Context: an optimization exercise on an open-source flow, tuned for small area, a short achievable clock period and few clock cycles per item. The choices shown serve that exercise and are no tape-out recipe. No run shown here included a check of the RTL's function; only the layout flow was run.

File: design.v
`timescale 1ns/1ns
package sparse_cfg_pkg;
  localparam int LANES_DEF = 4;
  localparam int DATA_W_DEF = 8;
  localparam int ACC_W_DEF = 24;
  localparam int SHIFT_DEF = 4;
endpackage
`timescale 1ns/1ns
package ctrl_pkg;
  typedef enum logic [1:0] {
    IDLE  = 2'd0,
    ACCUM = 2'd1,
    DRAIN = 2'd2,
    HOLD  = 2'd3
  } ctrl_state_e;
  typedef enum logic [1:0] {
    MAC_HOLD  = 2'd0,
    MAC_START = 2'd1,
    MAC_ACC   = 2'd2,
    MAC_LAST  = 2'd3
  } mac_op_e;
endpackage
`timescale 1ns/1ns
module sparse_decoder #(
  parameter int LANES  = 4,
  parameter int DATA_W = 8
) (
  input  logic [LANES*DATA_W-1:0] act_packed,
  input  logic [LANES-1:0]        act_mask,
  output logic [LANES*DATA_W-1:0] lanes_d
);
  always_comb begin
    int idx;
    idx = 0;
    for (int i = 0; i < LANES; i++) begin
      lanes_d[i*DATA_W +: DATA_W] = '0;
      if (act_mask[i]) begin
        lanes_d[i*DATA_W +: DATA_W] = act_packed[idx*DATA_W +: DATA_W];
        idx = idx + 1;
      end
    end
  end
endmodule
`timescale 1ns/1ns
module mac_lanes #(
  parameter int LANES  = 4,
  parameter int DATA_W = 8,
  parameter int ACC_W  = 24
) (
  input  logic                    clk,
  input  logic [LANES*DATA_W-1:0] lanes_d,
  input  logic                    accept,
  input  logic                    s0_first,
  input  logic                    weight_load,
  input  logic [LANES*DATA_W-1:0] weight_word,
  input  logic                    acc_en,
  output logic [LANES*ACC_W-1:0]  acc_lanes
);
  logic [LANES*DATA_W-1:0] weight_q;
  logic [LANES*DATA_W-1:0] act_q;
  logic                    first_q;
  logic [ACC_W-1:0]        acc_q   [LANES];
  logic [ACC_W-1:0]        acc_sum [LANES];
  for (genvar i = 0; i < LANES; i++) begin : g_lane
    mac_tree tree (
      .a(act_q[i*DATA_W +: DATA_W]), .w(weight_q[i*DATA_W +: DATA_W]),
      .acc_in(first_q ? '0 : acc_q[i]), .sum(acc_sum[i])
    );
    assign acc_lanes[i*ACC_W +: ACC_W] = acc_q[i];
  end
  always_ff @(posedge clk) begin
    if (weight_load) begin
      weight_q <= weight_word;
    end
    if (accept) begin
      act_q   <= lanes_d;
      first_q <= s0_first;
    end
    if (acc_en) begin
      for (int i = 0; i < LANES; i++) begin
        acc_q[i] <= acc_sum[i];
      end
    end
  end
endmodule
module mac_tree (
  input  logic [7:0]  a,
  input  logic [7:0]  w,
  input  logic [23:0] acc_in,
  output logic [23:0] sum
);
  logic pp0_0;
  logic pp0_1;
  logic pp0_2;
  logic pp0_3;
  logic pp0_4;
  logic pp0_5;
  logic pp0_6;
  logic pp0_7;
  logic pp1_0;
  logic pp1_1;
  logic pp1_2;
  logic pp1_3;
  logic pp1_4;
  logic pp1_5;
  logic pp1_6;
  logic pp1_7;
  logic pp2_0;
  logic pp2_1;
  logic pp2_2;
  logic pp2_3;
  logic pp2_4;
  logic pp2_5;
  logic pp2_6;
  logic pp2_7;
  logic pp3_0;
  logic pp3_1;
  logic pp3_2;
  logic pp3_3;
  logic pp3_4;
  logic pp3_5;
  logic pp3_6;
  logic pp3_7;
  logic pp4_0;
  logic pp4_1;
  logic pp4_2;
  logic pp4_3;
  logic pp4_4;
  logic pp4_5;
  logic pp4_6;
  logic pp4_7;
  logic pp5_0;
  logic pp5_1;
  logic pp5_2;
  logic pp5_3;
  logic pp5_4;
  logic pp5_5;
  logic pp5_6;
  logic pp5_7;
  logic pp6_0;
  logic pp6_1;
  logic pp6_2;
  logic pp6_3;
  logic pp6_4;
  logic pp6_5;
  logic pp6_6;
  logic pp6_7;
  logic pp7_0;
  logic pp7_1;
  logic pp7_2;
  logic pp7_3;
  logic pp7_4;
  logic pp7_5;
  logic pp7_6;
  logic pp7_7;
  logic s1;
  logic c2;
  logic s3;
  logic c4;
  logic s5;
  logic c6;
  logic s7;
  logic c8;
  logic s9;
  logic c10;
  logic s11;
  logic c12;
  logic s13;
  logic c14;
  logic s15;
  logic c16;
  logic s17;
  logic c18;
  logic s19;
  logic c20;
  logic s21;
  logic c22;
  logic s23;
  logic c24;
  logic s25;
  logic c26;
  logic s27;
  logic c28;
  logic s29;
  logic c30;
  logic s31;
  logic c32;
  logic s33;
  logic c34;
  logic s35;
  logic c36;
  logic s37;
  logic c38;
  logic s39;
  logic c40;
  logic s41;
  logic c42;
  logic s43;
  logic c44;
  logic s45;
  logic c46;
  logic s47;
  logic c48;
  logic s49;
  logic c50;
  logic s51;
  logic c52;
  logic s53;
  logic c54;
  logic s55;
  logic c56;
  logic s57;
  logic c58;
  logic s59;
  logic c60;
  logic s61;
  logic c62;
  logic s63;
  logic c64;
  logic s65;
  logic c66;
  logic s67;
  logic c68;
  logic s69;
  logic c70;
  logic s71;
  logic c72;
  logic s73;
  logic c74;
  logic s75;
  logic c76;
  logic s77;
  logic c78;
  logic s79;
  logic c80;
  logic s81;
  logic c82;
  logic s83;
  logic c84;
  logic s85;
  logic c86;
  logic s87;
  logic c88;
  logic s89;
  logic c90;
  logic s91;
  logic c92;
  logic s93;
  logic c94;
  logic s95;
  logic c96;
  logic s97;
  logic c98;
  logic s99;
  logic c100;
  logic s101;
  logic c102;
  logic s103;
  logic c104;
  logic s105;
  logic c106;
  logic s107;
  logic c108;
  logic s109;
  logic c110;
  logic s111;
  logic c112;
  logic s113;
  logic c114;
  logic s115;
  logic c116;
  logic s117;
  logic c118;
  logic s119;
  logic c120;
  logic s121;
  logic c122;
  logic s123;
  logic c124;
  logic s125;
  logic c126;
  logic s127;
  logic c128;
  logic s129;
  logic c130;
  logic s131;
  logic c132;
  logic [23:0] row_a, row_b;
  assign pp0_0 = a[0] & w[0];
  assign pp0_1 = a[1] & w[0];
  assign pp0_2 = a[2] & w[0];
  assign pp0_3 = a[3] & w[0];
  assign pp0_4 = a[4] & w[0];
  assign pp0_5 = a[5] & w[0];
  assign pp0_6 = a[6] & w[0];
  assign pp0_7 = a[7] & w[0];
  assign pp1_0 = a[0] & w[1];
  assign pp1_1 = a[1] & w[1];
  assign pp1_2 = a[2] & w[1];
  assign pp1_3 = a[3] & w[1];
  assign pp1_4 = a[4] & w[1];
  assign pp1_5 = a[5] & w[1];
  assign pp1_6 = a[6] & w[1];
  assign pp1_7 = a[7] & w[1];
  assign pp2_0 = a[0] & w[2];
  assign pp2_1 = a[1] & w[2];
  assign pp2_2 = a[2] & w[2];
  assign pp2_3 = a[3] & w[2];
  assign pp2_4 = a[4] & w[2];
  assign pp2_5 = a[5] & w[2];
  assign pp2_6 = a[6] & w[2];
  assign pp2_7 = a[7] & w[2];
  assign pp3_0 = a[0] & w[3];
  assign pp3_1 = a[1] & w[3];
  assign pp3_2 = a[2] & w[3];
  assign pp3_3 = a[3] & w[3];
  assign pp3_4 = a[4] & w[3];
  assign pp3_5 = a[5] & w[3];
  assign pp3_6 = a[6] & w[3];
  assign pp3_7 = a[7] & w[3];
  assign pp4_0 = a[0] & w[4];
  assign pp4_1 = a[1] & w[4];
  assign pp4_2 = a[2] & w[4];
  assign pp4_3 = a[3] & w[4];
  assign pp4_4 = a[4] & w[4];
  assign pp4_5 = a[5] & w[4];
  assign pp4_6 = a[6] & w[4];
  assign pp4_7 = a[7] & w[4];
  assign pp5_0 = a[0] & w[5];
  assign pp5_1 = a[1] & w[5];
  assign pp5_2 = a[2] & w[5];
  assign pp5_3 = a[3] & w[5];
  assign pp5_4 = a[4] & w[5];
  assign pp5_5 = a[5] & w[5];
  assign pp5_6 = a[6] & w[5];
  assign pp5_7 = a[7] & w[5];
  assign pp6_0 = a[0] & w[6];
  assign pp6_1 = a[1] & w[6];
  assign pp6_2 = a[2] & w[6];
  assign pp6_3 = a[3] & w[6];
  assign pp6_4 = a[4] & w[6];
  assign pp6_5 = a[5] & w[6];
  assign pp6_6 = a[6] & w[6];
  assign pp6_7 = a[7] & w[6];
  assign pp7_0 = ~(a[0] & w[7]);
  assign pp7_1 = ~(a[1] & w[7]);
  assign pp7_2 = ~(a[2] & w[7]);
  assign pp7_3 = ~(a[3] & w[7]);
  assign pp7_4 = ~(a[4] & w[7]);
  assign pp7_5 = ~(a[5] & w[7]);
  assign pp7_6 = ~(a[6] & w[7]);
  assign pp7_7 = ~(a[7] & w[7]);
  assign s1 = 1'b1 ^ acc_in[7];
  assign c2 = 1'b1 & acc_in[7];
  assign s3 = acc_in[5] ^ pp0_5;
  assign c4 = acc_in[5] & pp0_5;
  assign s5 = acc_in[6] ^ pp0_6 ^ pp1_5;
  assign c6 = (acc_in[6] & pp0_6) | (acc_in[6] & pp1_5) | (pp0_6 & pp1_5);
  assign s7 = pp2_4 ^ pp3_3;
  assign c8 = pp2_4 & pp3_3;
  assign s9 = pp0_7 ^ pp1_6 ^ pp2_5;
  assign c10 = (pp0_7 & pp1_6) | (pp0_7 & pp2_5) | (pp1_6 & pp2_5);
  assign s11 = pp3_4 ^ pp4_3 ^ pp5_2;
  assign c12 = (pp3_4 & pp4_3) | (pp3_4 & pp5_2) | (pp4_3 & pp5_2);
  assign s13 = pp6_1 ^ pp7_0;
  assign c14 = pp6_1 & pp7_0;
  assign s15 = acc_in[8] ^ pp1_7 ^ pp2_6;
  assign c16 = (acc_in[8] & pp1_7) | (acc_in[8] & pp2_6) | (pp1_7 & pp2_6);
  assign s17 = pp3_5 ^ pp4_4 ^ pp5_3;
  assign c18 = (pp3_5 & pp4_4) | (pp3_5 & pp5_3) | (pp4_4 & pp5_3);
  assign s19 = pp6_2 ^ pp7_1 ^ c2;
  assign c20 = (pp6_2 & pp7_1) | (pp6_2 & c2) | (pp7_1 & c2);
  assign s21 = acc_in[9] ^ pp2_7 ^ pp3_6;
  assign c22 = (acc_in[9] & pp2_7) | (acc_in[9] & pp3_6) | (pp2_7 & pp3_6);
  assign s23 = pp4_5 ^ pp5_4 ^ pp6_3;
  assign c24 = (pp4_5 & pp5_4) | (pp4_5 & pp6_3) | (pp5_4 & pp6_3);
  assign s25 = acc_in[10] ^ pp3_7 ^ pp4_6;
  assign c26 = (acc_in[10] & pp3_7) | (acc_in[10] & pp4_6) | (pp3_7 & pp4_6);
  assign s27 = acc_in[3] ^ pp0_3;
  assign c28 = acc_in[3] & pp0_3;
  assign s29 = acc_in[4] ^ pp0_4 ^ pp1_3;
  assign c30 = (acc_in[4] & pp0_4) | (acc_in[4] & pp1_3) | (pp0_4 & pp1_3);
  assign s31 = pp2_2 ^ pp3_1;
  assign c32 = pp2_2 & pp3_1;
  assign s33 = pp1_4 ^ pp2_3 ^ pp3_2;
  assign c34 = (pp1_4 & pp2_3) | (pp1_4 & pp3_2) | (pp2_3 & pp3_2);
  assign s35 = pp4_1 ^ pp5_0 ^ s3;
  assign c36 = (pp4_1 & pp5_0) | (pp4_1 & s3) | (pp5_0 & s3);
  assign s37 = pp4_2 ^ pp5_1 ^ pp6_0;
  assign c38 = (pp4_2 & pp5_1) | (pp4_2 & pp6_0) | (pp5_1 & pp6_0);
  assign s39 = c4 ^ s5 ^ s7;
  assign c40 = (c4 & s5) | (c4 & s7) | (s5 & s7);
  assign s41 = s1 ^ c6 ^ c8;
  assign c42 = (s1 & c6) | (s1 & c8) | (c6 & c8);
  assign s43 = s9 ^ s11 ^ s13;
  assign c44 = (s9 & s11) | (s9 & s13) | (s11 & s13);
  assign s45 = c10 ^ c12 ^ c14;
  assign c46 = (c10 & c12) | (c10 & c14) | (c12 & c14);
  assign s47 = s15 ^ s17 ^ s19;
  assign c48 = (s15 & s17) | (s15 & s19) | (s17 & s19);
  assign s49 = pp7_2 ^ c16 ^ c18;
  assign c50 = (pp7_2 & c16) | (pp7_2 & c18) | (c16 & c18);
  assign s51 = c20 ^ s21 ^ s23;
  assign c52 = (c20 & s21) | (c20 & s23) | (s21 & s23);
  assign s53 = pp5_5 ^ pp6_4 ^ pp7_3;
  assign c54 = (pp5_5 & pp6_4) | (pp5_5 & pp7_3) | (pp6_4 & pp7_3);
  assign s55 = c22 ^ c24 ^ s25;
  assign c56 = (c22 & c24) | (c22 & s25) | (c24 & s25);
  assign s57 = acc_in[11] ^ pp4_7 ^ pp5_6;
  assign c58 = (acc_in[11] & pp4_7) | (acc_in[11] & pp5_6) | (pp4_7 & pp5_6);
  assign s59 = pp6_5 ^ pp7_4 ^ c26;
  assign c60 = (pp6_5 & pp7_4) | (pp6_5 & c26) | (pp7_4 & c26);
  assign s61 = acc_in[12] ^ pp5_7 ^ pp6_6;
  assign c62 = (acc_in[12] & pp5_7) | (acc_in[12] & pp6_6) | (pp5_7 & pp6_6);
  assign s63 = acc_in[2] ^ pp0_2;
  assign c64 = acc_in[2] & pp0_2;
  assign s65 = pp1_2 ^ pp2_1 ^ pp3_0;
  assign c66 = (pp1_2 & pp2_1) | (pp1_2 & pp3_0) | (pp2_1 & pp3_0);
  assign s67 = pp4_0 ^ c28 ^ s29;
  assign c68 = (pp4_0 & c28) | (pp4_0 & s29) | (c28 & s29);
  assign s69 = c30 ^ c32 ^ s33;
  assign c70 = (c30 & c32) | (c30 & s33) | (c32 & s33);
  assign s71 = c34 ^ c36 ^ s37;
  assign c72 = (c34 & c36) | (c34 & s37) | (c36 & s37);
  assign s73 = c38 ^ c40 ^ s41;
  assign c74 = (c38 & c40) | (c38 & s41) | (c40 & s41);
  assign s75 = c42 ^ c44 ^ s45;
  assign c76 = (c42 & c44) | (c42 & s45) | (c44 & s45);
  assign s77 = c46 ^ c48 ^ s49;
  assign c78 = (c46 & c48) | (c46 & s49) | (c48 & s49);
  assign s79 = c50 ^ c52 ^ s53;
  assign c80 = (c50 & c52) | (c50 & s53) | (c52 & s53);
  assign s81 = c54 ^ c56 ^ s57;
  assign c82 = (c54 & c56) | (c54 & s57) | (c56 & s57);
  assign s83 = pp7_5 ^ c58 ^ c60;
  assign c84 = (pp7_5 & c58) | (pp7_5 & c60) | (c58 & c60);
  assign s85 = acc_in[13] ^ pp6_7 ^ pp7_6;
  assign c86 = (acc_in[13] & pp6_7) | (acc_in[13] & pp7_6) | (pp6_7 & pp7_6);
  assign s87 = acc_in[1] ^ pp0_1;
  assign c88 = acc_in[1] & pp0_1;
  assign s89 = pp1_1 ^ pp2_0 ^ s63;
  assign c90 = (pp1_1 & pp2_0) | (pp1_1 & s63) | (pp2_0 & s63);
  assign s91 = s27 ^ c64 ^ s65;
  assign c92 = (s27 & c64) | (s27 & s65) | (c64 & s65);
  assign s93 = s31 ^ c66 ^ s67;
  assign c94 = (s31 & c66) | (s31 & s67) | (c66 & s67);
  assign s95 = s35 ^ c68 ^ s69;
  assign c96 = (s35 & c68) | (s35 & s69) | (c68 & s69);
  assign s97 = s39 ^ c70 ^ s71;
  assign c98 = (s39 & c70) | (s39 & s71) | (c70 & s71);
  assign s99 = s43 ^ c72 ^ s73;
  assign c100 = (s43 & c72) | (s43 & s73) | (c72 & s73);
  assign s101 = s47 ^ c74 ^ s75;
  assign c102 = (s47 & c74) | (s47 & s75) | (c74 & s75);
  assign s103 = s51 ^ c76 ^ s77;
  assign c104 = (s51 & c76) | (s51 & s77) | (c76 & s77);
  assign s105 = s55 ^ c78 ^ s79;
  assign c106 = (s55 & c78) | (s55 & s79) | (c78 & s79);
  assign s107 = s59 ^ c80 ^ s81;
  assign c108 = (s59 & c80) | (s59 & s81) | (c80 & s81);
  assign s109 = s61 ^ c82 ^ s83;
  assign c110 = (s61 & c82) | (s61 & s83) | (c82 & s83);
  assign s111 = c62 ^ c84 ^ s85;
  assign c112 = (c62 & c84) | (c62 & s85) | (c84 & s85);
  assign s113 = acc_in[14] ^ pp7_7 ^ c86;
  assign c114 = (acc_in[14] & pp7_7) | (acc_in[14] & c86) | (pp7_7 & c86);
  assign s115 = 1'b1 ^ acc_in[15];
  assign c116 = 1'b1 & acc_in[15];
  assign s117 = 1'b1 ^ acc_in[16];
  assign c118 = 1'b1 & acc_in[16];
  assign s119 = 1'b1 ^ acc_in[17];
  assign c120 = 1'b1 & acc_in[17];
  assign s121 = 1'b1 ^ acc_in[18];
  assign c122 = 1'b1 & acc_in[18];
  assign s123 = 1'b1 ^ acc_in[19];
  assign c124 = 1'b1 & acc_in[19];
  assign s125 = 1'b1 ^ acc_in[20];
  assign c126 = 1'b1 & acc_in[20];
  assign s127 = 1'b1 ^ acc_in[21];
  assign c128 = 1'b1 & acc_in[21];
  assign s129 = 1'b1 ^ acc_in[22];
  assign c130 = 1'b1 & acc_in[22];
  assign s131 = 1'b1 ^ acc_in[23];
  assign c132 = 1'b1 & acc_in[23];
  assign row_a = {c130, c128, c126, c124, c122, c120, c118, c116, c114, c112, c110, c108, c106, c104, c102, c100, c98, c96, c94, c92, c90, c88, pp1_0, acc_in[0]};
  assign row_b = {s131, s129, s127, s125, s123, s121, s119, s117, s115, s113, s111, s109, s107, s105, s103, s101, s99, s97, s95, s93, s91, s89, s87, pp0_0};
  assign sum = row_a + row_b;
endmodule
`timescale 1ns/1ns
module result_encoder #(
  parameter int LANES     = 4,
  parameter int DATA_W    = 8,
  parameter int ACC_W     = 24,
  parameter int OUT_SHIFT = 4
) (
  input  logic                    clk,
  input  logic [LANES*ACC_W-1:0]  acc_lanes,
  input  logic                    out_load,
  output logic [LANES*DATA_W-1:0] out_packed,
  output logic [LANES-1:0]        out_mask
);
  localparam logic signed [ACC_W-1:0] Q_MAX = ACC_W'((1 << DATA_W) - 1);
  logic [LANES*DATA_W-1:0] packed_d;
  logic [LANES-1:0]        mask_d;
  always_comb begin
    logic signed [ACC_W-1:0] shifted;
    logic [DATA_W-1:0]       q;
    int                      idx;
    idx      = 0;
    packed_d = '0;
    for (int i = 0; i < LANES; i++) begin
      shifted = $signed(acc_lanes[i*ACC_W +: ACC_W]) >>> OUT_SHIFT;
      if (shifted < 0) begin
        q = '0;
      end else if (shifted > Q_MAX) begin
        q = '1;
      end else begin
        q = shifted[DATA_W-1:0];
      end
      mask_d[i] = |q;
      if (|q) begin
        packed_d[idx*DATA_W +: DATA_W] = q;
        idx = idx + 1;
      end
    end
  end
  always_ff @(posedge clk) begin
    if (out_load) begin
      out_packed <= packed_d;
      out_mask   <= mask_d;
    end
  end
endmodule
`timescale 1ns/1ns
module flow_controller (
  input  logic clk,
  input  logic rst_n,
  input  logic weights_valid,
  output logic weights_ready,
  input  logic act_valid,
  input  logic act_last,
  output logic act_ready,
  output logic out_valid,
  input  logic out_ready,
  output logic accept,       
  output logic weight_load,
  output logic s0_first,     
  output logic acc_en,       
  output logic out_load      
);
  logic in_group;
  logic v0, last0;
  logic pend;
  logic stall;
  logic v0_n, pend_n, out_valid_n, in_group_n, act_ready_n;
  assign accept      = act_valid && act_ready;
  assign weight_load = weights_valid && weights_ready;
  assign s0_first    = !in_group;
  assign stall    = pend && out_valid && !out_ready;
  assign acc_en   = v0 && !stall;
  assign out_load = pend && !stall;
  always_comb begin
    in_group_n  = accept ? !act_last : in_group;
    v0_n        = accept || (v0 && stall);
    pend_n      = stall ? pend : (v0 && last0);
    out_valid_n = out_load || (out_valid && !out_ready);
    act_ready_n = !(v0_n && pend_n && out_valid_n);
  end
  always_ff @(posedge clk or negedge rst_n) begin
    if (!rst_n) begin
      in_group      <= 1'b0;
      v0            <= 1'b0;
      pend          <= 1'b0;
      out_valid     <= 1'b0;
      act_ready     <= 1'b0;
      weights_ready <= 1'b0;
    end else begin
      in_group      <= in_group_n;
      v0            <= v0_n;
      pend          <= pend_n;
      out_valid     <= out_valid_n;
      act_ready     <= act_ready_n;
      weights_ready <= act_ready_n && !in_group_n;
    end
  end
  always_ff @(posedge clk) begin
    if (accept) begin
      last0 <= act_last;
    end
  end
endmodule
`timescale 1ns/1ns
module sparse_top #(
  parameter int LANES     = sparse_cfg_pkg::LANES_DEF,
  parameter int DATA_W    = sparse_cfg_pkg::DATA_W_DEF,
  parameter int ACC_W     = sparse_cfg_pkg::ACC_W_DEF,
  parameter int OUT_SHIFT = sparse_cfg_pkg::SHIFT_DEF
) (
  input  logic                    clk,
  input  logic                    rst_n,
  input  logic [LANES*DATA_W-1:0] weights_in,
  input  logic                    weights_valid,
  output logic                    weights_ready,
  input  logic [LANES*DATA_W-1:0] act_packed,
  input  logic [LANES-1:0]        act_mask,
  input  logic                    act_last,
  input  logic                    act_valid,
  output logic                    act_ready,
  output logic [LANES*DATA_W-1:0] out_packed,
  output logic [LANES-1:0]        out_mask,
  output logic                    out_valid,
  input  logic                    out_ready
);
  logic [LANES*DATA_W-1:0] lanes_d;
  logic [LANES*ACC_W-1:0]  acc_lanes;
  logic accept, weight_load, s0_first, acc_en, out_load;
  flow_controller controller (
    .clk(clk), .rst_n(rst_n),
    .weights_valid(weights_valid), .weights_ready(weights_ready),
    .act_valid(act_valid), .act_last(act_last), .act_ready(act_ready),
    .out_valid(out_valid), .out_ready(out_ready),
    .accept(accept), .weight_load(weight_load), .s0_first(s0_first),
    .acc_en(acc_en), .out_load(out_load)
  );
  sparse_decoder #(.LANES(LANES), .DATA_W(DATA_W)) decoder (
    .act_packed(act_packed), .act_mask(act_mask), .lanes_d(lanes_d)
  );
  mac_lanes #(.LANES(LANES), .DATA_W(DATA_W), .ACC_W(ACC_W)) mac (
    .clk(clk),
    .lanes_d(lanes_d), .accept(accept), .s0_first(s0_first),
    .weight_load(weight_load), .weight_word(weights_in),
    .acc_en(acc_en), .acc_lanes(acc_lanes)
  );
  result_encoder #(
    .LANES(LANES), .DATA_W(DATA_W), .ACC_W(ACC_W), .OUT_SHIFT(OUT_SHIFT)
  ) encoder (
    .clk(clk),
    .acc_lanes(acc_lanes), .out_load(out_load),
    .out_packed(out_packed), .out_mask(out_mask)
  );
endmodule
File: constraint.sdc
create_clock -name core_clock -period 7.0 [get_ports {clk}]
set_input_delay 1.4000 -clock core_clock [delete_from_list [all_inputs] [get_ports {clk}]]
set_output_delay 1.4000 -clock core_clock [all_outputs]
set_load 0.01 [all_outputs]
File: config.mk
export PLATFORM = sky130hd
export DESIGN_NAME = sparse_top
export DESIGN_NICKNAME = sparse_top
export VERILOG_FILES = /design/flow/design.v
export SDC_FILE = /design/flow/constraint.sdc
export NUM_CORES = 4
export LEC_CHECK = 0
export CAP_MARGIN = 20
export CORE_MARGIN = 2
export CORE_UTILIZATION = 40
export SLEW_MARGIN = 20
File: run.sh
#!/bin/bash
# synth_recipe.tcl (not shown) runs the flow's synth.tcl, then flattens the netlist and writes it again
# the make line also repeats each setting of config.mk as NAME=value (left out here)
make -C /OpenROAD-flow-scripts/flow DESIGN_CONFIG=/design/flow/config.mk WORK_HOME=/design/flow/orfs CLKGATE_MAP_FILE= SYNTH_SCRIPT=/design/flow/synth_recipe.tcl finish
==> summary.txt, run 1 <==
Placement
  – DP Wirelength: 38790 um
  – Cells after DPL: 2591
  – GP Congestion: 0.9306
  – IO Port Bufs: 112

Clocking
  – Post-CTS Setup Repair Bufs: 0
  – Clock sinks: 204
  – Reg clk slew, reported paths: 0.07 ns
  – Clock buffer count from CTS: 27
  – CTS tree: done
  – Clock latency (worst-skew pair): 0.56 ns
  – Clock Path Buffers: 3
  – Post-CTS resize count: 0
  – Hold Buf Count CTS: 0
  – Level count of the clock H-tree: 1
  – CTS root buf: clkbuf_16

Min path
  – Hold depth: 1
  – Hold path endpoint: mac.first_q
  – Worst Hold Launch: controller.in_group
  – Hold Path Class: register to register

Synth
  – Post-synth ARST share: 2.941%
  – Compound-cell area share of the yosys netlist: 10.18%
  – Yosys cell types: 60
  – Synthesized Nets: 2280
  – Adder-Cell Fraction of Synth Area: 29.07%
  – Most used DFF post-synth: edfxtp_1
  – Yosys warns: 7
  – Synth Cell Area: 19350 sq um
  – Sequential share of the synthesized area: 31.51%
  – Post-synthesis mux area share: 2.483%
  – Combinational family with the most area after synthesis: adder cells
  – Post-synth EDFFs: 198
  – Syn Area/Cell: 10.31 sq um
  – Post-synthesis xor/xnor area fraction: 3.214%
  – Simple-gate portion of the synthesized area: 18.08%
  – Syn Inst Count: 1877
  – Synthesis-stage register bit count: 204

Die
  – Initial Utilization: 40.52%
  – Std cell rows: 80
  – Core ar.: 47750 sq um
  – IO Pins: 113
  – Die Ht: 223.9 um
  – Chip Width: 223.9 um
  – Die Area: 50150 sq um

STA
  – Finish-stage setup viols: 0
  – RSZ-0062 raised after global routing: no
  – Max Fclk: 173.9 MHz
  – Post-route setup TNS: 0 ns
  – Fin Clk Skew: 0.01683 ns
  – Final hold violation count: 0
  – Slew @ Worst Pin: 1.051 ns
  – Max-slew violations: 0
  – Min cycle time layout: 5.751 ns
  – Relative slew slack: 29.96%
  – Tcrit/Tclk final: 82.16%

GRT
  – Global-route wire length before repair: 79780 um
  – Initial antenna violation count: 1
  – Pin count of the biggest net entering global routing: 60
  – GR Util All Layers: 20.22%
  – Total grt overflow: 0
  – Vias in the first global route: 14790

Worst setup path
  – CP most frequent cell: fa_1
  – Worst setup EP type: register
  – Worst path arrival time: 6.06 ns
  – Setup crit start kind: register
  – Worst reg2reg endpoint: mac.acc_q[0][23]
  – Critical Path, Cell by Cell: buf_4 > nor2b_1 > fa_1 > inv_1 > fa_1 > inv_1 > fa_1 > fa_1 > ha_1 > or3_1 > a211oi_1 > a2111oi_0 > a211oi_1 > o211ai_1 > a31oi_1 > o21bai_1 > xnor2_1
  – R2R depth: 17
  – CP Data Required Time: 7.31 ns
  – FF-to-FF Start: mac.first_q
  – Max stage delay on crit path: 0.74 ns
  – R2r setup slk: 1.25 ns
  – Crit path from: mac.first_q
  – Worst setup path class: register to register
  – Slowest CP cell: edfxtp_1
  – Crit-path max FO: 36

Final layout
  – Final nets: 2409
  – Final non-filler cell total: 2641
  – Layout area overhead: 14.69%
  – Diodes inserted: 0
  – Layout cells sized above 1: 4.344%

Route
  – Detailed Routing Iterations Pass 1: 7
  – WL per Instance: 18.49 um
  – Routed WL: 48840 um
  – Post-route DRC: 0
  – Detail Route Antenna Nets: 0
  – Vias/cell: 5.371
  – DR iter-0 viols: 1107
  – DR vias: 14190

Outcome
  – Status: finished clean

Job
  – Max-Cap Viols: 0
## worst max path at each step
| stage | endpoint | slack (ns) | cells after the start |
|---|---|---|---|
| after floorplan | mac.acc_q[0][0] | 0.41 | 2 |
| after global placement | mac.acc_q[3][20] | 1.39 | 18 |
| after detailed placement | mac.acc_q[0][23] | 1.23 | 17 |
| after CTS | mac.acc_q[0][23] | 1.21 | 17 |
| after global routing | mac.acc_q[0][23] | 0.81 | 17 |
| final | mac.acc_q[0][23] | 1.25 | 17 |
## kinds of logic (layout without fill, tap and decap cells)
kind of cell / Yosys count / count (layout)
buffers and inverters: 281 / 430
muxes: 28 / 28
adders and majority gates: 329 / 329
AOI/OAI and AO/OA: 301 / 301
xor gates and xnor gates: 71 / 71
DFF: 204 / 204
and+or+nand+nor: 663 / 663
## routing by layer
metal  share of wire (%)  wire length, um  GRT usage (%)  vias up
li1                    -                -              -     6630
met1                  45            21740          27.60     7077
met2                  47            22840          33.80      401
met3                 6.5             3156          3.266       75
met4                 2.2             1086          4.731        2
met5               0.023               11              0        -
## synth_stat cells, drive strengths merged, types with 4 or more instances
| cell type | n | share of area (%) |
|---|---|---|
| xnor2 | 55 | 2.5 |
| edfxtp | 198 | 31 |
| nor4 | 14 | 0.45 |
| nand2 | 129 | 2.5 |
| nand4 | 7 | 0.23 |
| dfrtp | 6 | 0.78 |
| and2 | 190 | 6.1 |
| a21oi | 81 | 2.1 |
| a31oi | 12 | 0.39 |
| mux4 | 16 | 1.9 |
| and3 | 8 | 0.26 |
| o211ai | 4 | 0.16 |
| mux2i | 12 | 0.62 |
| xor2 | 16 | 0.72 |
| clkbuf | 21 | 0.41 |
| a31o | 4 | 0.18 |
| a21boi | 6 | 0.23 |
| nor2b | 57 | 1.8 |
| or3 | 6 | 0.19 |
| o31ai | 5 | 0.19 |
| nand3 | 30 | 0.78 |
| nor3 | 31 | 0.80 |
| or2 | 5 | 0.16 |
| a21o | 27 | 1.0 |
| nor2 | 108 | 2.1 |
| inv | 258 | 5.0 |
| o21bai | 21 | 0.81 |
| o21a | 13 | 0.50 |
| nand2b | 67 | 2.2 |
| ha | 128 | 8.3 |
| o21ai | 46 | 1.2 |
| fa | 201 | 21 |
| o22ai | 28 | 0.91 |
| or4 | 4 | 0.16 |
| a211o | 7 | 0.32 |
| a211oi | 15 | 0.61 |
| a311oi | 5 | 0.23 |
| o2bb2ai | 6 | 0.27 |
## cells in the final DEF (no fill, tap or decap), types with 28 or more instances in the layout
master / instances
fa_1: 201
clkdlybuf4s50_1: 112
ha_1: 128
nor2_1: 108
and2_1: 189
nor3_1: 31
nand2b_1: 67
nor2b_1: 56
o21ai_0: 46
nand3_1: 30
inv_1: 258
o22ai_1: 28
edfxtp_1: 198
a21oi_1: 81
xnor2_1: 55
nand2_1: 129
## area by class of cell
class	count	area, sq um
fill	4423	25550
multi-input combinational	1392	12220
sequential	204	6096
timing repair buffer	122	1216
inverter	259	972.2
tap	615	769.5
clock buffer	30	696.9
clock inverter	19	217.7
## state kept, by name, summed over array words and instances, names as in the netlist, 4 cells and up
name	flops
encoder.out_mask	4
encoder.out_packed	32
mac.acc_q	96
mac.act_q	32
mac.weight_q	32
## critical path: cells and delay by family, from the launching register on
family                     cells  cell delay (ns)
adders and majority gates      5             2.05
AOI/OAI and AO/OA              6             1.41
DFF                            1             0.74
buffers and inverters          3             0.63
and+or+nand+nor                2             0.52
xor gates and xnor gates       1             0.13
## per-stage QoR
| step | util (%) | area [sq um] | worst slack, ns | hold slack (ns) |
|---|---|---|---|---|
| floorplan | - | 19350 | 0.4054 | 0.4822 |
| global placement | 44.50 | 21250 | 1.389 | 0.5194 |
| detailed placement | 44.50 | 21250 | 1.230 | 0.5215 |
| CTS | 46.42 | 22160 | 1.213 | 0.5283 |
| global route | 46.48 | 22190 | 0.8065 | 0.5642 |
| finish | 46.48 | 22190 | 1.249 | 0.5320 |
==> inputs of run 2 (changes only) <==
--- a/design.v
+++ b/design.v
@@ -63,8 +63,8 @@
   logic [ACC_W-1:0]        acc_sum [LANES];
   for (genvar i = 0; i < LANES; i++) begin : g_lane
     mac_tree tree (
-      .a(act_q[i*DATA_W +: DATA_W]), .w(weight_q[i*DATA_W +: DATA_W]),
-      .acc_in(first_q ? '0 : acc_q[i]), .sum(acc_sum[i])
+      .a(act_q[i*DATA_W +: DATA_W]), .w(weight_q[i*DATA_W +: DATA_W]), .en(acc_en),
+      .acc_in((first_q && acc_en) ? '0 : acc_q[i]), .sum(acc_sum[i])
     );
     assign acc_lanes[i*ACC_W +: ACC_W] = acc_q[i];
   end
@@ -76,16 +76,15 @@
       act_q   <= lanes_d;
       first_q <= s0_first;
     end
-    if (acc_en) begin
-      for (int i = 0; i < LANES; i++) begin
-        acc_q[i] <= acc_sum[i];
-      end
+    for (int i = 0; i < LANES; i++) begin
+      acc_q[i] <= acc_sum[i];
     end
   end
 endmodule
 module mac_tree (
   input  logic [7:0]  a,
   input  logic [7:0]  w,
+  input  logic        en,
   input  logic [23:0] acc_in,
   output logic [23:0] sum
 );
@@ -286,70 +285,70 @@
   logic s131;
   logic c132;
   logic [23:0] row_a, row_b;
-  assign pp0_0 = a[0] & w[0];
-  assign pp0_1 = a[1] & w[0];
-  assign pp0_2 = a[2] & w[0];
-  assign pp0_3 = a[3] & w[0];
-  assign pp0_4 = a[4] & w[0];
-  assign pp0_5 = a[5] & w[0];
-  assign pp0_6 = a[6] & w[0];
-  assign pp0_7 = a[7] & w[0];
-  assign pp1_0 = a[0] & w[1];
-  assign pp1_1 = a[1] & w[1];
-  assign pp1_2 = a[2] & w[1];
-  assign pp1_3 = a[3] & w[1];
-  assign pp1_4 = a[4] & w[1];
-  assign pp1_5 = a[5] & w[1];
-  assign pp1_6 = a[6] & w[1];
-  assign pp1_7 = a[7] & w[1];
-  assign pp2_0 = a[0] & w[2];
-  assign pp2_1 = a[1] & w[2];
-  assign pp2_2 = a[2] & w[2];
-  assign pp2_3 = a[3] & w[2];
-  assign pp2_4 = a[4] & w[2];
-  assign pp2_5 = a[5] & w[2];
-  assign pp2_6 = a[6] & w[2];
-  assign pp2_7 = a[7] & w[2];
-  assign pp3_0 = a[0] & w[3];
-  assign pp3_1 = a[1] & w[3];
-  assign pp3_2 = a[2] & w[3];
-  assign pp3_3 = a[3] & w[3];
-  assign pp3_4 = a[4] & w[3];
-  assign pp3_5 = a[5] & w[3];
-  assign pp3_6 = a[6] & w[3];
-  assign pp3_7 = a[7] & w[3];
-  assign pp4_0 = a[0] & w[4];
-  assign pp4_1 = a[1] & w[4];
-  assign pp4_2 = a[2] & w[4];
-  assign pp4_3 = a[3] & w[4];
-  assign pp4_4 = a[4] & w[4];
-  assign pp4_5 = a[5] & w[4];
-  assign pp4_6 = a[6] & w[4];
-  assign pp4_7 = a[7] & w[4];
-  assign pp5_0 = a[0] & w[5];
-  assign pp5_1 = a[1] & w[5];
-  assign pp5_2 = a[2] & w[5];
-  assign pp5_3 = a[3] & w[5];
-  assign pp5_4 = a[4] & w[5];
-  assign pp5_5 = a[5] & w[5];
-  assign pp5_6 = a[6] & w[5];
-  assign pp5_7 = a[7] & w[5];
-  assign pp6_0 = a[0] & w[6];
-  assign pp6_1 = a[1] & w[6];
-  assign pp6_2 = a[2] & w[6];
-  assign pp6_3 = a[3] & w[6];
-  assign pp6_4 = a[4] & w[6];
-  assign pp6_5 = a[5] & w[6];
-  assign pp6_6 = a[6] & w[6];
-  assign pp6_7 = a[7] & w[6];
-  assign pp7_0 = ~(a[0] & w[7]);
-  assign pp7_1 = ~(a[1] & w[7]);
-  assign pp7_2 = ~(a[2] & w[7]);
-  assign pp7_3 = ~(a[3] & w[7]);
-  assign pp7_4 = ~(a[4] & w[7]);
-  assign pp7_5 = ~(a[5] & w[7]);
-  assign pp7_6 = ~(a[6] & w[7]);
-  assign pp7_7 = ~(a[7] & w[7]);
+  assign pp0_0 = a[0] & w[0] & en;
+  assign pp0_1 = a[1] & w[0] & en;
+  assign pp0_2 = a[2] & w[0] & en;
+  assign pp0_3 = a[3] & w[0] & en;
+  assign pp0_4 = a[4] & w[0] & en;
+  assign pp0_5 = a[5] & w[0] & en;
+  assign pp0_6 = a[6] & w[0] & en;
+  assign pp0_7 = a[7] & w[0] & en;
+  assign pp1_0 = a[0] & w[1] & en;
+  assign pp1_1 = a[1] & w[1] & en;
+  assign pp1_2 = a[2] & w[1] & en;
+  assign pp1_3 = a[3] & w[1] & en;
+  assign pp1_4 = a[4] & w[1] & en;
+  assign pp1_5 = a[5] & w[1] & en;
+  assign pp1_6 = a[6] & w[1] & en;
+  assign pp1_7 = a[7] & w[1] & en;
+  assign pp2_0 = a[0] & w[2] & en;
+  assign pp2_1 = a[1] & w[2] & en;
+  assign pp2_2 = a[2] & w[2] & en;
+  assign pp2_3 = a[3] & w[2] & en;
+  assign pp2_4 = a[4] & w[2] & en;
+  assign pp2_5 = a[5] & w[2] & en;
+  assign pp2_6 = a[6] & w[2] & en;
+  assign pp2_7 = a[7] & w[2] & en;
+  assign pp3_0 = a[0] & w[3] & en;
+  assign pp3_1 = a[1] & w[3] & en;
+  assign pp3_2 = a[2] & w[3] & en;
+  assign pp3_3 = a[3] & w[3] & en;
+  assign pp3_4 = a[4] & w[3] & en;
+  assign pp3_5 = a[5] & w[3] & en;
+  assign pp3_6 = a[6] & w[3] & en;
+  assign pp3_7 = a[7] & w[3] & en;
+  assign pp4_0 = a[0] & w[4] & en;
+  assign pp4_1 = a[1] & w[4] & en;
+  assign pp4_2 = a[2] & w[4] & en;
+  assign pp4_3 = a[3] & w[4] & en;
+  assign pp4_4 = a[4] & w[4] & en;
+  assign pp4_5 = a[5] & w[4] & en;
+  assign pp4_6 = a[6] & w[4] & en;
+  assign pp4_7 = a[7] & w[4] & en;
+  assign pp5_0 = a[0] & w[5] & en;
+  assign pp5_1 = a[1] & w[5] & en;
+  assign pp5_2 = a[2] & w[5] & en;
+  assign pp5_3 = a[3] & w[5] & en;
+  assign pp5_4 = a[4] & w[5] & en;
+  assign pp5_5 = a[5] & w[5] & en;
+  assign pp5_6 = a[6] & w[5] & en;
+  assign pp5_7 = a[7] & w[5] & en;
+  assign pp6_0 = a[0] & w[6] & en;
+  assign pp6_1 = a[1] & w[6] & en;
+  assign pp6_2 = a[2] & w[6] & en;
+  assign pp6_3 = a[3] & w[6] & en;
+  assign pp6_4 = a[4] & w[6] & en;
+  assign pp6_5 = a[5] & w[6] & en;
+  assign pp6_6 = a[6] & w[6] & en;
+  assign pp6_7 = a[7] & w[6] & en;
+  assign pp7_0 = ~(a[0] & w[7] & en);
+  assign pp7_1 = ~(a[1] & w[7] & en);
+  assign pp7_2 = ~(a[2] & w[7] & en);
+  assign pp7_3 = ~(a[3] & w[7] & en);
+  assign pp7_4 = ~(a[4] & w[7] & en);
+  assign pp7_5 = ~(a[5] & w[7] & en);
+  assign pp7_6 = ~(a[6] & w[7] & en);
+  assign pp7_7 = ~(a[7] & w[7] & en);
   assign s1 = 1'b1 ^ acc_in[7];
   assign c2 = 1'b1 & acc_in[7];
   assign s3 = acc_in[5] ^ pp0_5;
@@ -556,7 +555,7 @@
   assign accept      = act_valid && act_ready;
   assign weight_load = weights_valid && weights_ready;
   assign s0_first    = !in_group;
-  assign stall    = pend && out_valid && !out_ready;
+  assign stall    = pend && out_valid;
   assign acc_en   = v0 && !stall;
   assign out_load = pend && !stall;
   always_comb begin
==> run 2 against run 1 <==
Against the previous run: still clean; critical path depth rose by 1; fmax fell by 4.9%; global-route usage fell by 0.18 points; die area fell by 4.4%; wire length fell by 4.2%; register-to-register slack got worse by 0.30 ns; clock-buffer cell count rose by 3.
==> summary.txt, run 2 <==
Worst setup path
  – Crit-path max FO: 45
  – Worst setup EP type: register
  – Worst reg2reg endpoint: mac.acc_q[3][22]
  – Crit path from: controller.out_valid
  – FF-to-FF Start: controller.out_valid
  – R2R depth: 18
  – CP Data Required Time: 7.47 ns
  – Worst path arrival time: 6.52 ns
  – Worst setup path class: register to register
  – Worst Setup EP: mac.acc_q[3][22]
  – Setup crit start kind: register
  – R2r setup slk: 0.95 ns

STA
  – Relative slew slack: 34.80%
  – Final hold violation count: 0
  – Tcrit/Tclk final: 86.38%
  – Hold WS: 0.5090 ns
  – Fin Clk Skew: 0.01249 ns
  – Post-route setup TNS: 0 ns
  – Max-slew violations: 0
  – Max Fclk: 165.4 MHz
  – RSZ-0062 raised after global routing: no
  – Min cycle time layout: 6.047 ns
  – Slew @ Worst Pin: 0.9781 ns
  – Finish-stage setup viols: 0

Final layout
  – Final nets: 2439
  – Most frequent cells in the layout: inv_1, nand2_1, fa_1
  – Diodes inserted: 0
  – Layout cells sized above 1: 5.204%
  – Layout area overhead: 14.81%
  – Final instance area: 21230 sq um
  – Final Core Density: 46.68%
  – Largest Register: mac.acc_q
  – Commonest non-fill, non-tap cell in the layout: inv_1
  – Max reg flops: 96

GRT
  – GR Util All Layers: 20.03%
  – Vias in the first global route: 14200
  – Global-route wire length before repair: 76260 um
  – Pin count of the biggest net entering global routing: 66
  – Total grt overflow: 0
  – Initial antenna violation count: 0

Die
  – Core ar.: 45480 sq um
  – Die Area: 47960 sq um
  – Chip Width: 219 um
  – Die Ht: 219 um
  – Std cell rows: 78
  – IO Pins: 113
  – Initial Utilization: 40.66%

Clocking
  – Post-CTS resize count: 0
  – Post-CTS Setup Repair Bufs: 0
  – Clock latency (worst-skew pair): 0.55 ns
  – Hold Buf Count CTS: 0
  – Level count of the clock H-tree: 1
  – Reg clk slew, reported paths: 0.06 ns
  – Clock sinks: 204
  – CTS tree: done
  – CTS root buf: clkbuf_16
  – Clock buffer count from CTS: 26
  – Clock Path Buffers: 3

Route
  – Detail Route Antenna Nets: 0
  – Vias/cell: 5.207
  – DR vias: 13830
  – Detailed Routing Iterations Pass 1: 5
  – Post-route DRC: 0
  – Routed WL: 46780 um
  – WL per Instance: 17.61 um
  – DR iter-0 viols: 986

Synth
  – Synth area leaders: fa_1, edfxtp_1, dfxtp_1, ha_1, inv_1
  – Cell with the most instances after synthesis: inv_1
  – Syn Area/Cell: 9.541 sq um
  – Top-area cell type share of the netlist area: 21.76%
  – Most used DFF post-synth: edfxtp_1
  – Yosys warns: 7
  – Post-synth ARST share: 2.941%
  – Sequential share of the synthesized area: 27.77%
  – Synthesis-stage register bit count: 204
  – Top cells by count, synth: inv_1, nand2_1, fa_1, ha_1, and3_1
  – Synthesized Nets: 2341
  – Post-synth EDFFs: 102
  – Syn Inst Count: 1938
  – Leading area contributor after synthesis: fa_1
  – Yosys cell types: 82
  – Synth Cell Area: 18490 sq um

Placement
  – IO Port Bufs: 112
  – DP Wirelength: 37780 um
  – GP Congestion: 0.9125
  – Placed standard-cell area: 20270 sq um

Job
  – Max-Cap Viols: 0

Outcome
  – Status: finished clean

Min path
  – Hold Path Class: register to register
-- run 2: cell types whose count changed in the layout (fill, tap and decap cells not counted), moves of 22 or more --
cell / previous run / this run
and2_1: 189 / 74
nand2_1: 129 / 237
and3_1: 8 / 108
dfxtp_1: 0 / 96
edfxtp_1: 198 / 102
nand2b_1: 67 / 9
nor2b_1: 56 / 17
nor2_1: 108 / 71
inv_1: 258 / 285
a21oi_1: 81 / 103
-- run 2: layer usage --
metal | up-vias | wire, um | track usage (%)
met3 | 62 | 2509 | 2.578
met5 | - | 0 | 0
met2 | 361 | 20770 | 31.79
met4 | 0 | 1227 | 5.608
met1 | 6702 | 22270 | 28.74
li1 | 6705 | - | -
-- run 2: area by class of cell --
class                           count  area (sq um)
Sequential cell                   204          5135
Inverter                          286          1074
Timing Repair Buffer              123          1236
Tap cell                          600         750.7
Clock inverter                     15         206.4
Multi-Input combinational cell   1395         12110
Clock buffer                       33         718.2
Fill cell                        4384         24250
-- run 2: worst min path at each step --
| stage | startpoint | endpoint | cells after the start |
|---|---|---|---|
| finish | controller.last0 | controller.pend | 1 |
| global route | controller.last0 | controller.pend | 1 |
| detailed placement | controller.last0 | controller.pend | 1 |
| floorplan | controller.last0 | controller.pend | 1 |
| global placement | controller.last0 | controller.pend | 1 |
| CTS | controller.last0 | controller.pend | 1 |
-- run 2: logic make-up (layout without fill, tap and decap cells) --
logic type      count (synthesis)  in the layout  synth area share [%]
simple gates                  654            654                 17.68
buf+inv                       339            457                 6.909
fa+ha+maj                     329            329                 30.42
compound gates                300            300                 10.64
flops                         204            204                 27.77
xor+xnor                       85             85                 4.026
mux                            27             27                 2.544
-- run 2: through the flow --
step / setup slack (ns) / instances
floorplan: 1.457 / 1938
global placement: 1.226 / 2607
detailed placement: 1.047 / 2607
CTS: 1.011 / 2655
global route: 0.5731 / 2656
finish: 0.9533 / 2656
-- run 2: worst max-delay path: stages (launching register included) --
cell       delay (ns)
dfrtp_1          0.49
a21boi_4         0.52
buf_4            0.47
and2_1           0.30
nand2_1          0.10
fa_1             0.50
inv_1            0.06
fa_1             0.42
fa_1             0.54
fa_1             0.42
ha_1             0.36
a21o_1           0.20
a21o_1           0.19
a21oi_1          0.27
a2bb2oi_1        0.26
a31oi_1          0.21
a221o_1          0.35
a21oi_1          0.17
xnor2_1          0.13
==> inputs of run 3 (changes only) <==
--- a/config.mk
+++ b/config.mk
@@ -8,4 +8,5 @@
 export CAP_MARGIN = 20
 export CORE_MARGIN = 2
 export CORE_UTILIZATION = 40
+export SETUP_SLACK_MARGIN = 1.5
 export SLEW_MARGIN = 20
==> run 3 against run 2 <==
Against the previous run: sequential share of layout area shrank 0.46 points; global-route usage up 0.60 points; utilization increased by 0.94 points; synthesized cell count is the same; die area stayed put; clock-buffer cell count shrank 2; first-iteration DRC count is 8.4% higher; non-clock buffer count grew 18; area after synthesis did not move; fmax increased by 14%; register-to-register slack better by 0.76 ns.
==> summary.txt, run 3 <==
Worst setup path
  – CP Data Required Time: 7.49 ns
  – Worst path arrival time: 5.78 ns
  – Worst reg2reg endpoint: mac.acc_q[2][18]
  – Worst setup path class: register to register
  – FF-to-FF Start: controller.out_valid
  – Worst setup EP type: register
  – R2r setup slk: 1.71 ns
  – Crit-path max FO: 17
  – Setup crit start kind: register
  – R2R depth: 18

Die
  – Die Area: 47960 sq um
  – Initial Utilization: 40.66%
  – Core ar.: 45480 sq um
  – IO Pins: 113
  – Chip Width: 219 um
  – Std cell rows: 78
  – Die Ht: 219 um

Outcome
  – Status: finished clean

GRT
  – Vias in the first global route: 14370
  – Global-route wire length before repair: 77950 um
  – GR Util All Layers: 20.64%
  – Total grt overflow: 0
  – Initial antenna violation count: 1
  – Pin count of the biggest net entering global routing: 37

Placement
  – DP Wirelength: 38330 um
  – Cells after DPL: 2610
  – IO Port Bufs: 112
  – GP Congestion: 0.9198
  – Placed standard-cell area: 20300 sq um

Min path
  – Hold Path Class: register to register
  – Worst Hold Launch: controller.last0
  – Hold depth: 1
  – Hold path endpoint: controller.pend

Final layout
  – FF+latch area: 5139 sq um
  – Final nets: 2459
  – Layout area overhead: 17.13%
  – Fill count: 4323
  – Final non-filler cell total: 2676
  – Final instance area: 21660 sq um
  – Multi-input gate area: 12260 sq um
  – Max reg flops: 96
  – Most frequent cells in the layout: inv_1, nand2_1, fa_1
  – Layout cells sized above 1: 7.514%
  – Commonest non-fill, non-tap cell in the layout: inv_1
  – Largest Register: mac.acc_q
  – Final Core Density: 47.62%
  – Diodes inserted: 0

Clocking
  – Clock sinks: 204
  – Reg clk slew, reported paths: 0.06 ns
  – Clock Path Buffers: 3
  – Clock buffer count from CTS: 26
  – Level count of the clock H-tree: 1
  – CTS root buf: clkbuf_16
  – Clock latency (worst-skew pair): 0.57 ns
  – Hold Buf Count CTS: 0
  – CTS tree: done

Synth
  – Cell with the most instances after synthesis: inv_1
  – Synth Cell Area: 18490 sq um
  – Syn Area/Cell: 9.541 sq um
  – Synthesis-stage register bit count: 204
  – Syn Inst Count: 1938
  – Synthesized Nets: 2341
  – Sequential share of the synthesized area: 27.77%
  – Post-synth EDFFs: 102
  – Leading area contributor after synthesis: fa_1
  – Synth area leaders: fa_1, edfxtp_1, dfxtp_1, ha_1, inv_1
  – Top-area cell type share of the netlist area: 21.76%
  – Most used DFF post-synth: edfxtp_1
  – Post-synth ARST share: 2.941%
  – Yosys warns: 7
  – Yosys cell types: 82
  – Top cells by count, synth: inv_1, nand2_1, fa_1, ha_1, and3_1

Route
  – Vias/cell: 5.261
  – Routed WL: 48690 um
  – Post-route DRC: 0
  – DR vias: 14080
  – Detail Route Antenna Nets: 0
  – WL per Instance: 18.19 um
  – Detailed Routing Iterations Pass 1: 6
  – DR iter-0 viols: 1069

STA
  – Post-route setup TNS: 0 ns
  – Max-slew violations: 0
  – Slew @ Worst Pin: 0.9941 ns
  – Finish-stage setup viols: 0
  – Final hold violation count: 0
  – Fin Clk Skew: 0.03632 ns
  – Min cycle time layout: 5.287 ns
  – Tcrit/Tclk final: 75.53%
  – Hold WS: 0.5099 ns
  – RSZ-0062 raised after global routing: yes
  – Relative slew slack: 33.73%
  – Max Fclk: 189.1 MHz

Job
  – Max-Cap Viols: 0
## run 3: cell counts after synthesis
Identical to the previous run, type by type.
## run 3: how the worst max path moves through the flow
stage | from | endpoint | cells past startpoint
2_1_floorplan | controller.out_valid | mac.acc_q[3][22] | 19
3_3_place_gp | controller.out_valid | mac.acc_q[1][21] | 16
3_5_place_dp | controller.out_valid | mac.acc_q[1][21] | 16
4_1_cts | controller.pend | mac.acc_q[0][22] | 19
5_1_grt | controller.v0 | mac.acc_q[0][22] | 19
6_report | controller.out_valid | mac.acc_q[2][18] | 18
## run 3: cell type report
| class | count | share of cell area, % |
|---|---|---|
| clock buffer | 31 | 3.091 |
| clock inverter | 17 | 1.259 |
| inverter | 286 | 4.957 |
| multi-input combinational | 1397 | 56.63 |
| sequential | 204 | 23.73 |
| tap | 600 | 3.466 |
| timing repair buffer | 141 | 6.869 |
## run 3: cells by family after synthesis
| group | count (synthesis) | synth area share [%] |
|---|---|---|
| adders and majority gates | 329 | 30.42 |
| DFF | 204 | 27.77 |
| muxes | 27 | 2.544 |
| AOI/OAI and AO/OA | 300 | 10.64 |
| buffers and inverters | 339 | 6.909 |
| xor gates and xnor gates | 85 | 4.026 |
| and+or+nand+nor | 654 | 17.68 |
## run 3: what timing repair did
action | 4_1_cts | 5_1_grt
gates resized for setup | 11 | 34
pin swaps | 1 | 8
buffers inserted | 4 | 8
setup endpoints to repair | 35 | 26
cloned | 3 | 2
## run 3: stage by stage
stage | setup slack, ns
3_3_place_gp | 1.200
2_1_floorplan | 1.546
5_1_grt | 1.482
4_1_cts | 1.503
3_5_place_dp | 1.085
6_report | 1.713
## run 3: critical path, stage by stage (launching register included)
cell,delay (ns)
dfrtp_2,0.47
buf_4,0.19
a21boi_2,0.60
and3_1,0.26
ha_1,0.14
inv_1,0.05
fa_1,0.47
inv_1,0.05
fa_1,0.49
fa_1,0.54
ha_4,0.22
a21o_2,0.20
a21o_1,0.21
a221oi_2,0.34
o21ai_2,0.12
o41ai_4,0.42
o21bai_1,0.11
a21oi_1,0.17
xnor2_1,0.14
## run 3: per-layer routing
metal  part of all wire (%)  track usage (%)  wire length, um  vias up
met5                      0                0                0        -
met4                    2.6            6.351             1280        0
met3                    5.8            2.786             2807       63
met2                     44            32.45            21610      416
met1                     47            29.58            22990     6853
li1                       -                -                -     6746
==> inputs of run 4 (changes only) <==
--- a/config.mk
+++ b/config.mk
@@ -8,5 +8,5 @@
 export CAP_MARGIN = 20
 export CORE_MARGIN = 2
 export CORE_UTILIZATION = 40
-export SETUP_SLACK_MARGIN = 1.5
+export SETUP_SLACK_MARGIN = 2.5
 export SLEW_MARGIN = 20
==> run 4 against run 3 <==
Against the previous run: global-route usage rose by 3.0 points; via count rose by 7.8%; still clean; critical path depth increased by 3; fmax grew 2.5%; final cell count up 3.2%; largest cell class unchanged; worst setup slack improved by 0.13 ns; first-iteration DRC count increased by 23%.
==> summary.txt, run 4 <==
Placement
  – IO Port Bufs: 112
  – DP Wirelength: 40540 um
  – GP Congestion: 0.9059

Route
  – Detailed Routing Iterations Pass 1: 7
  – DR iter-0 viols: 1320
  – DR vias: 15180
  – Routed WL: 57270 um
  – Post-route DRC: 0
  – Vias/cell: 5.497
  – Detail Route Antenna Nets: 0
  – WL per Instance: 20.74 um

STA
  – Fin Clk Skew: 0.01945 ns
  – Slew @ Worst Pin: 0.9975 ns
  – Relative slew slack: 33.36%
  – Tcrit/Tclk final: 73.69%
  – Finish-stage setup viols: 0
  – Max-slew violations: 0
  – Max Fclk: 193.9 MHz
  – RSZ-0062 raised after global routing: yes
  – Post-route setup TNS: 0 ns
  – Final hold violation count: 0
  – Hold WS: 0.5012 ns
  – Min cycle time layout: 5.158 ns

Die
  – Std cell rows: 78
  – Core ar.: 45480 sq um
  – IO Pins: 113
  – Chip Width: 219 um
  – Die Area: 47960 sq um
  – Die Ht: 219 um
  – Initial Utilization: 40.66%

Clocking
  – Hold Buf Count CTS: 0
  – Clock buffer count from CTS: 26
  – CTS root buf: clkbuf_16
  – Level count of the clock H-tree: 1
  – Clock latency (worst-skew pair): 0.56 ns
  – Reg clk slew, reported paths: 0.06 ns
  – Clock sinks: 204
  – CTS tree: done
  – Clock Path Buffers: 3

Synth
  – Leading area contributor after synthesis: fa_1
  – Yosys cell types: 82
  – Top cells by count, synth: inv_1, nand2_1, fa_1, ha_1, and3_1
  – Synth area leaders: fa_1, edfxtp_1, dfxtp_1, ha_1, inv_1
  – Top-area cell type share of the netlist area: 21.76%
  – Sequential share of the synthesized area: 27.77%
  – Syn Area/Cell: 9.541 sq um
  – Cell with the most instances after synthesis: inv_1
  – Post-synth EDFFs: 102
  – Post-synth ARST share: 2.941%
  – Synth Cell Area: 18490 sq um
  – Synthesis-stage register bit count: 204
  – Syn Inst Count: 1938
  – Yosys warns: 7
  – Most used DFF post-synth: edfxtp_1
  – Synthesized Nets: 2341

Worst setup path
  – Worst setup EP type: register
  – Worst path arrival time: 5.63 ns
  – CP Data Required Time: 7.48 ns
  – Worst setup path class: register to register
  – Setup crit start kind: register
  – R2R depth: 21
  – Crit-path max FO: 8

GRT
  – Vias in the first global route: 15570
  – Pin count of the biggest net entering global routing: 37
  – Global-route wire length before repair: 86990 um
  – GR Util All Layers: 23.62%
  – Total grt overflow: 0
  – Initial antenna violation count: 2

Min path
  – Hold Path Class: register to register
  – Hold depth: 1

Final layout
  – Most frequent cells in the layout: inv_1, nand2_1, fa_1
  – Layout area overhead: 26.72%
  – Largest Register: mac.acc_q
  – Max reg flops: 96
  – Final nets: 2543
  – Layout cells sized above 1: 19.40%
  – Commonest non-fill, non-tap cell in the layout: inv_1

Job
  – Max-Cap Viols: 0

Outcome
  – Status: finished clean
==> run 4: logic make-up after synthesis <==
kind of cell	Yosys count	synth area share, %
AND/OR/NAND/NOR	654	17.68
buffers and inverters	339	6.909
adder cells (fa/ha/maj)	329	30.42
AO/OA/AOI/OAI	300	10.64
flip-flops	204	27.77
XOR/XNOR	85	4.026
multiplexers	27	2.544
==> run 4: metal layers <==
metal | vias to the layer above | track usage, % | routed length [um]
met5 | - | 0 | 13
met4 | 2 | 7.432 | 1817
met3 | 91 | 3.964 | 4459
met2 | 552 | 39.87 | 27280
met1 | 7603 | 30.96 | 23690
li1 | 6928 | - | -
==> run 4: area by class of cell <==
| class | count | area [sq um] |
|---|---|---|
| fillers | 4140 | 22050 |
| multi-input cells | 1397 | 13230 |
| flip-flops and latches | 204 | 5137 |
| repair buffers | 225 | 2381 |
| inverters | 286 | 1074 |
| well taps | 600 | 750.7 |
| clock buffers | 30 | 708.2 |
| clock inverters | 18 | 145.1 |
| diodes | 1 | 2.502 |
==> run 4: per-stage QoR <==
stage	utilization, %	area [sq um]	cells	setup slack, ns
floorplan	-	18920	1938	2.116
CTS	49.85	22670	2721	1.914
global route	51.51	23430	2760	1.672
finish	51.52	23430	2761	1.842
global placement	45.27	20590	2607	1.373
detailed placement	45.27	20590	2607	1.222
==> run 4: critical path: stages, from the launching register on <==
cell	delay, ns
dfrtp_1	0.37
a21boi_4	0.14
buf_12	0.15
buf_6	0.14
nand2_8	0.10
buf_16	0.13
buf_12	0.14
nand2_2	0.07
fa_2	0.56
inv_1	0.05
fa_2	0.36
fa_1	0.47
fa_1	0.58
ha_4	0.24
a21oi_4	0.15
nor3b_2	0.21
nand3_2	0.13
a31o_4	0.28
nor2b_4	0.14
nor3_4	0.07
a311oi_2	0.38
xnor2_1	0.19
==> run 4: timing repair <==
action	4_1_cts	5_1_grt
cloned	11	3
pin swaps	48	63
resized for setup	119	104
hold endpoints to repair	0	0
setup endpoints to repair	78	81
buffers inserted	55	36
==> run 4: worst paths after layout <==
check	slack, ns	endpoint	startpoint
hold reg to reg	0.50	controller.pend	controller.last0
min in group asynchronous	1.08	controller.weights_ready	rst_n
setup / recovery	1.84	mac.acc_q[1][20]	controller.v0
max in group asynchronous	5.68	controller.pend	rst_n
hold / removal	0.50	controller.pend	controller.last0
setup reg to reg	1.84	mac.acc_q[1][20]	controller.v0

==> port drivers added, routing unchanged <==
How much do the figures lean on ideal ports? The routed layouts below were timed once more, with nothing changed but the port constraints.
Step 1 sets driving cells, clkbuf_16 on the clock port and buf_2 on the other inputs (assumed; they add their load-dependent delay and slew).
Step 2, shift: input delay + t, output delay - t, t = (earliest + latest rising clock arrival at the registers) / 2. This alone moves slack from input paths to output paths.
Slacks: ideal / step 1 / step 2; pairs: ideal / step 1.
run	shift t [ns]	setup slack, ns	worst hold slack (ns)	pins driven straight from the clock port
run 1	0.601	1.249 / 1.249 / 1.249	0.532 / 0.532 / 0.532	1
run 2	0.599	0.953 / 0.953 / 0.953	0.509 / 0.509 / 0.509	1
run 3	0.611	1.713 / 1.713 / 1.713	0.510 / 0.510 / 0.510	1
run 4	0.605	1.842 / 1.842 / 1.842	0.501 / 0.501 / 0.501	1
After both steps setup and hold are still met in every run listed.
